Source: an optimization exercise on an open RTL-to-GDS flow (aim: small area, a short achievable clock period and few clock cycles per item). Production flows keep margins and buffers that such runs may drop. Where RTL was checked, it was by simulation tests only, not by an equivalence proof against the original. Power is estimated from default activity; no workload was simulated.

==> flow/design.v <==
package rsa_pkg;
  localparam int PW_DEF  = 16;
  localparam int NW_DEF  = 2 * PW_DEF;
  localparam int DIV_LAT = NW_DEF;
endpackage
import rsa_pkg::*;
module rsa_seq_div
#(
  parameter int W = rsa_pkg::DIV_LAT
) (
  input  logic         clk,
  input  logic         rst,
  input  logic         start,
  input  logic [W-1:0] dividend,
  input  logic [W-1:0] divisor,
  output logic [W-1:0] quot,
  output logic [W-1:0] rem,
  output logic         done
);
  localparam int CW = $clog2(W + 1);
  logic [W-1:0]  rem_q, quo_q, dsr_q;
  logic [CW-1:0] cnt;
  logic          active;
  logic [W-1:0]  src_rem, src_quo, src_dsr, nxt_rem, nxt_quo;
  logic [W:0]    trial;
  logic          qbit;
  always_comb begin
    src_rem = start ? '0       : rem_q;
    src_quo = start ? dividend : quo_q;
    src_dsr = start ? divisor  : dsr_q;
    trial   = {src_rem, src_quo[W-1]};
    if (trial >= {1'b0, src_dsr}) begin
      nxt_rem = W'(trial - {1'b0, src_dsr});
      qbit    = 1'b1;
    end else begin
      nxt_rem = trial[W-1:0];
      qbit    = 1'b0;
    end
    nxt_quo = {src_quo[W-2:0], qbit};
  end
  always_ff @(posedge clk) begin
    if (rst) begin
      active <= 1'b0;
      done   <= 1'b0;
      cnt    <= '0;
    end else begin
      done <= 1'b0;
      if (start) begin
        active <= 1'b1;
        cnt    <= CW'(1);
      end else if (active) begin
        cnt <= cnt + CW'(1);
        if (cnt == CW'(W - 1)) begin
          active <= 1'b0;
          done   <= 1'b1;
        end
      end
    end
  end
  always_ff @(posedge clk) begin
    if (start || active) begin
      rem_q <= nxt_rem;
      quo_q <= nxt_quo;
    end
    if (start) dsr_q <= divisor;
  end
  assign quot = quo_q;
  assign rem  = rem_q;
endmodule
module rsa_key_setup
#(
  parameter int PW = rsa_pkg::PW_DEF
) (
  input  logic            clk,
  input  logic            rst,
  input  logic            start,
  input  logic [PW-1:0]   p,
  input  logic [PW-1:0]   q,
  input  logic [2*PW-1:0] ext_e,
  output logic            busy,
  output logic            done,
  output logic [2*PW-1:0] n,
  output logic [2*PW-1:0] e_o,
  output logic [2*PW-1:0] d,
  output logic            invalid
);
  logic        in_idle, in_mul, in_gcd;
  logic [2:0]  cnt;
  logic        borrow, case2, pqbad, phiodd, first, ltf;
  logic [31:0] phr;           
  logic [32:0] a, t;
  logic [32:0] ca1, ct1, ct2;
  logic        ca2s;          
  logic [32:0] ca2;
  assign ca2 = {ca2s, d};
  logic        tz;            
  logic [1:0]  dct, dca;      
  logic        dmx;           
  logic        parr;          
  logic        h2r;           
  logic        p2q;           
  function automatic logic [36:0] ks37(input logic [36:0] x, input logic [36:0] y,
                                       input logic ci);
    logic [36:0] g, p, gg, pp, g2, p2;
    g = x & y;
    p = x ^ y;
    gg = g;
    pp = p;
    gg[0] = g[0] | (p[0] & ci);
    for (int k = 1; k < 37; k = k * 2) begin
      g2 = gg;
      p2 = pp;
      for (int i = k; i < 37; i++) begin
        g2[i] = gg[i] | (pp[i] & gg[i-k]);
        p2[i] = pp[i] & pp[i-k];
      end
      gg = g2;
      pp = p2;
    end
    ks37 = p ^ {gg[35:0], ci};
  endfunction
  logic        swap, h2;
  logic [33:0] va_x, va_y, va_sum;
  logic [36:0] va_ks;
  logic        va_zero;
  logic [32:0] t_next;
  always_comb begin
    va_x   = {t[32], t};
    va_y   = {a[32], a};
    va_ks  = ks37({{3{va_x[33]}}, va_x}, {{3{va_y[33]}}, va_y}, 1'b0);
    va_sum = va_ks[33:0];
    va_zero = ((va_x ^ va_y) == {(va_x[32:0] | va_y[32:0]), 1'b0});
    h2     = h2r;
    if (t[0]) t_next = h2 ? {va_sum[33], va_sum[33:2]} : va_sum[33:1];
    else      t_next = h2 ? {{2{t[32]}}, t[32:2]} : {t[32], t[32:1]};
    swap   = t[0] & (va_sum[33] != t[32]);
  end
  function automatic logic [35:0] add4(input logic [35:0] x,
                                       input logic [35:0] y, input logic en_y,
                                       input logic [35:0] z, input logic en_z, input logic en_w,
                                       input logic neg_z);
    logic [35:0] yy, zx, zz, ww, s1v, c1v, s2v, c2v;
    logic [36:0] r;
    yy  = en_y ? y : 36'd0;
    zx  = neg_z ? ~z : z;
    zz  = en_z ? zx : 36'd0;
    ww  = en_w ? {zx[34:0], neg_z} : 36'd0;
    s1v = x ^ yy ^ zz;
    c1v = {(x[34:0] & yy[34:0]) | (x[34:0] & zz[34:0]) | (yy[34:0] & zz[34:0]), 1'b0};
    s2v = s1v ^ c1v ^ ww;
    c2v = {(s1v[34:0] & c1v[34:0]) | (s1v[34:0] & ww[34:0]) | (c1v[34:0] & ww[34:0]), en_z & neg_z};
    r   = ks37({s2v, 1'b1}, {c2v, en_w & neg_z}, 1'b0);
    add4 = r[36:1];
  endfunction
  logic        run, odd, par, par2, sigma, dbl, sh2, c0, c1;
  logic        y1en, z1en, z1neg, w1en;
  logic        y2en, z2en, z2neg, w2en;
  logic [35:0] m1, m2, s1, s2;
  logic [1:0]  dct_n, dca_n;
  logic        par_n;
  always_comb begin
    run    = in_gcd & ~tz;
    odd    = t[0];
    m1     = {4'b0000, e_o};
    m2     = {4'b1111, phr};
    par    = parr;
    sigma  = ~(case2 ? ct2[32] : ct1[32]);
    dbl    = in_gcd & h2;
    sh2    = in_mul | dbl;
    par2   = p2q ^ (par & sigma);
    c0 = ct2[0] ^ borrow;
    c1 = ct2[1] ^ (borrow & ~ct2[0]);
    if (in_mul) begin
      y1en = 1'b0;  z1en = ct1[0];  w1en = ct1[1];  z1neg = 1'b0;
      y2en = 1'b0;  z2en = c0;      w2en = c1;      z2neg = 1'b0;
    end else if (run) begin
      y1en = odd;   z1en = par;     w1en = dbl & par2;  z1neg = sigma;
      y2en = odd;   z2en = par;     w2en = dbl & par2;  z2neg = ~sigma;
    end else begin
      y1en = 1'b0;  z1en = 1'b0;    w1en = 1'b0;    z1neg = 1'b0;
      y2en = 1'b1;  z2en = ca2s;    w2en = 1'b0;    z2neg = 1'b1;
    end
    s1 = add4({{3{ct1[32]}}, ct1}, {{3{ca1[32]}}, ca1}, y1en, m1, z1en, w1en, z1neg);
    s2 = add4({{3{ct2[32]}}, ct2}, {{3{ca2[32]}}, ca2}, y2en, m2, z2en, w2en, z2neg);
    dct_n = case2 ? (sh2 ? s2[3:2] : s2[2:1]) : (sh2 ? s1[3:2] : s1[2:1]);
    dca_n = swap ? dct : dca;
    par_n = dct_n[0] ^ (t_next[0] & dca_n[0]);
  end
  always_ff @(posedge clk) begin
    if (rst) begin
      in_idle <= 1'b1;
      in_mul  <= 1'b0;
      in_gcd  <= 1'b0;
      busy    <= 1'b0;
      done    <= 1'b0;
      invalid <= 1'b0;
      n       <= '0;
      e_o     <= '0;
      d       <= '0;
    end else begin
      done <= 1'b0;
      if (in_idle) begin
        busy <= 1'b0;
        if (start && !busy) begin
          busy    <= 1'b1;
          a       <= {1'b0, ext_e};
          e_o     <= {p, 16'd0};
          phr     <= {~(p - 16'd2), 16'd0};
          ct1     <= {17'd0, q};
          ct2     <= {17'd0, q};
          borrow  <= 1'b1;
          pqbad   <= (p < 16'd2) || (q < 16'd2) || (p == q);
          phiodd  <= ~p[0] & ~q[0];
          cnt     <= '0;
          in_idle <= 1'b0;
          in_mul  <= 1'b1;
        end
      end
      else if (in_mul) begin
        ct1    <= s1[34:2];
        ct2    <= s2[34:2];
        borrow <= borrow & ~ct2[0] & ~ct2[1];
        cnt    <= cnt + 3'd1;
        if (cnt == 3'd7) begin
          in_mul <= 1'b0;
          n      <= s1[33:2];
          phr    <= s2[33:2];
          e_o    <= a[31:0];
          if (pqbad || (a[31:1] == 31'd0) || (!a[0] && !phiodd)) begin
            done    <= 1'b1;
            invalid <= 1'b1;
            d       <= '0;
            in_idle <= 1'b1;
          end else begin
            case2 <= ~a[0];
            tz    <= 1'b0;
            first <= 1'b1;
            dca   <= 2'b00;
            dct   <= 2'b11;
            dmx   <= a[0] ? a[1] : ~s2[3];
            parr  <= 1'b1;
            p2q   <= a[0] ? a[1] : ~s2[3];
            h2r   <= a[0] ? (s2[2] ? (s2[3] ^ a[1]) : ~s2[3]) : ~a[1];
            if (a[0]) begin
              t    <= s2[34:2];
              ca1  <= '0;
              ct1  <= {33{1'b1}};
              ca2s <= 1'b1;
              d    <= {32{1'b1}};
              ct2  <= '0;
            end else begin
              a    <= s2[34:2];
              t    <= a;
              ca1  <= {33{1'b1}};
              ct1  <= '0;
              ca2s <= 1'b0;
              d    <= 32'd0;
              ct2  <= {33{1'b1}};
            end
            in_gcd <= 1'b1;
          end
        end
      end
      else if (in_gcd) begin
        first <= 1'b0;
        if (first) ltf <= va_sum[33];
        if (tz) begin
          done    <= 1'b1;
          in_gcd  <= 1'b0;
          in_idle <= 1'b1;
          if (ltf && (a == {33{1'b1}})) begin
            invalid <= 1'b0;
            d       <= s2[31:0];
          end else begin
            invalid <= 1'b1;
            d       <= '0;
          end
        end else begin
          t   <= t_next;
          tz  <= t[0] & va_zero;
          ct1 <= sh2 ? s1[34:2] : s1[33:1];
          ct2 <= sh2 ? s2[34:2] : s2[33:1];
          dct <= dct_n;
          parr <= par_n;
          p2q  <= dct_n[1] ^ (t_next[0] & dca_n[1]) ^ (par_n & dmx)
                ^ (dct_n[0] | (t_next[0] & dca_n[0]));
          h2r  <= t_next[0] ? (t_next[1] ^ (swap ? t[1] : a[1])) : ~t_next[1];
          if (swap) begin
            a    <= t;
            ca1  <= ct1;
            ca2s <= ct2[32];
            d    <= ct2[31:0];
            dca  <= dct;
          end
        end
      end
    end
  end
endmodule
export LEC_CHECK = 0
export CAP_MARGIN = 20
export CORE_MARGIN = 2
export CORE_UTILIZATION = 40
export SETUP_SLACK_MARGIN = 4
export SLEW_MARGIN = 20
create_clock -name core_clock -period 10.0 [get_ports {clk}]
run.sh (not shown) runs the stock make flow with config.mk's settings and CLKGATE_MAP_FILE= SYNTH_SCRIPT=/design/flow/synth_recipe.tcl, a recipe that flattens the netlist after the stock synthesis.
Rerun with:
--- a/flow/design.v
+++ b/flow/design.v
@@ -97,30 +97,6 @@
   logic [1:0]  dct, dca;      
   logic        dmx;           
-  logic        parr;          
-  logic        h2r;           
-  logic        p2q;           
-  function automatic logic [36:0] ks37(input logic [36:0] x, input logic [36:0] y,
-                                       input logic ci);
-    logic [36:0] g, p, gg, pp, g2, p2;
-    g = x & y;
-    p = x ^ y;
-    gg = g;
-    pp = p;
-    gg[0] = g[0] | (p[0] & ci);
-    for (int k = 1; k < 37; k = k * 2) begin
-      g2 = gg;
-      p2 = pp;
-      for (int i = k; i < 37; i++) begin
-        g2[i] = gg[i] | (pp[i] & gg[i-k]);
-        p2[i] = pp[i] & pp[i-k];
-      end
-      gg = g2;
-      pp = p2;
-    end
-    ks37 = p ^ {gg[35:0], ci};
-  endfunction
   logic        swap, h2;
   logic [33:0] va_x, va_y, va_sum;
-  logic [36:0] va_ks;
   logic        va_zero;
   logic [32:0] t_next;
@@ -128,8 +104,7 @@
     va_x   = {t[32], t};
     va_y   = {a[32], a};
-    va_ks  = ks37({{3{va_x[33]}}, va_x}, {{3{va_y[33]}}, va_y}, 1'b0);
-    va_sum = va_ks[33:0];
+    va_sum = va_x + va_y;
     va_zero = ((va_x ^ va_y) == {(va_x[32:0] | va_y[32:0]), 1'b0});
-    h2     = h2r;
+    h2     = t[0] ? (t[1] ^ a[1]) : ~t[1];
     if (t[0]) t_next = h2 ? {va_sum[33], va_sum[33:2]} : va_sum[33:1];
     else      t_next = h2 ? {{2{t[32]}}, t[32:2]} : {t[32], t[32:1]};
@@ -150,5 +125,5 @@
     s2v = s1v ^ c1v ^ ww;
     c2v = {(s1v[34:0] & c1v[34:0]) | (s1v[34:0] & ww[34:0]) | (c1v[34:0] & ww[34:0]), en_z & neg_z};
-    r   = ks37({s2v, 1'b1}, {c2v, en_w & neg_z}, 1'b0);
+    r   = {s2v, 1'b1} + {c2v, en_w & neg_z};
     add4 = r[36:1];
   endfunction
@@ -157,6 +132,4 @@
   logic        y2en, z2en, z2neg, w2en;
   logic [35:0] m1, m2, s1, s2;
-  logic [1:0]  dct_n, dca_n;
-  logic        par_n;
   always_comb begin
     run    = in_gcd & ~tz;
@@ -164,9 +137,10 @@
     m1     = {4'b0000, e_o};
     m2     = {4'b1111, phr};
-    par    = parr;
+    par    = dct[0] ^ (odd & dca[0]);
     sigma  = ~(case2 ? ct2[32] : ct1[32]);
     dbl    = in_gcd & h2;
     sh2    = in_mul | dbl;
-    par2   = p2q ^ (par & sigma);
+    par2   = dct[1] ^ (odd & dca[1]) ^ (par & (dmx ^ sigma))
+           ^ (dct[0] | (odd & dca[0]));
     c0 = ct2[0] ^ borrow;
     c1 = ct2[1] ^ (borrow & ~ct2[0]);
@@ -183,7 +157,4 @@
     s1 = add4({{3{ct1[32]}}, ct1}, {{3{ca1[32]}}, ca1}, y1en, m1, z1en, w1en, z1neg);
     s2 = add4({{3{ct2[32]}}, ct2}, {{3{ca2[32]}}, ca2}, y2en, m2, z2en, w2en, z2neg);
-    dct_n = case2 ? (sh2 ? s2[3:2] : s2[2:1]) : (sh2 ? s1[3:2] : s1[2:1]);
-    dca_n = swap ? dct : dca;
-    par_n = dct_n[0] ^ (t_next[0] & dca_n[0]);
   end
   always_ff @(posedge clk) begin
@@ -239,7 +210,4 @@
             dct   <= 2'b11;
             dmx   <= a[0] ? a[1] : ~s2[3];
-            parr  <= 1'b1;
-            p2q   <= a[0] ? a[1] : ~s2[3];
-            h2r   <= a[0] ? (s2[2] ? (s2[3] ^ a[1]) : ~s2[3]) : ~a[1];
             if (a[0]) begin
               t    <= s2[34:2];
@@ -281,9 +249,6 @@
           ct1 <= sh2 ? s1[34:2] : s1[33:1];
           ct2 <= sh2 ? s2[34:2] : s2[33:1];
-          dct <= dct_n;
-          parr <= par_n;
-          p2q  <= dct_n[1] ^ (t_next[0] & dca_n[1]) ^ (par_n & dmx)
-                ^ (dct_n[0] | (t_next[0] & dca_n[0]));
-          h2r  <= t_next[0] ? (t_next[1] ^ (swap ? t[1] : a[1])) : ~t_next[1];
+          if (case2) dct <= sh2 ? s2[3:2] : s2[2:1];
+          else       dct <= sh2 ? s1[3:2] : s1[2:1];
           if (swap) begin
             a    <= t;
Setup slack gains 0.14 ns.
First-iteration DRC count is higher by about 4%.
Power drops by about 4.6%.
Hold slack got worse by 0.0058 ns.
Clock power goes down by about 3%.
Via count stays flat.
Die area goes down by 0.45%.
Register-to-register slack improves by 0.14 ns.
Sequential power hardly moves.
Non-clock buffer count goes up by 10.
Sequential cell count went down by 3.
Clock-buffer cell count rose by 4.
Cell area increases by 0.32%.
Testbench counts after the change, summed over its fixed seeds: cycles 44,928, keys 1,200.
Only the layout flow was run in the first run of this note; the RTL was not checked for function there.

## what the ideal ports hide
The results above use ideal ports. As a check the final layouts listed here were re-extracted and re-timed, cells and wires unchanged. Step 1 (the two cells are an assumption about what drives the block):
set clk [get_ports {clk}]
set_driving_cell -lib_cell sky130_fd_sc_hd__clkbuf_16 $clk
set_driving_cell -lib_cell sky130_fd_sc_hd__buf_2 [delete_from_list [all_inputs] $clk]
Step 2 adds t to the input delays and takes it off the output delays; t is the mean of the earliest and latest rising clock arrival at the registers after step 1. Input paths then give back, and output paths get back, about the clock's delay inside the block. Slacks: ideal / step 1 / step 2; pairs: ideal / step 1.
run	shift t [ns]	setup slack, ns	worst setup path at the end	clock arrival spread, ns	cell pins on the clock port's net
the first run	0.637	4.016 / 4.016 / 4.016	register to register	0.033 / 0.033	1
the second run	0.643	4.152 / 4.152 / 4.152	register to register	0.027 / 0.028	1
After both steps setup and hold are still met in every run listed.
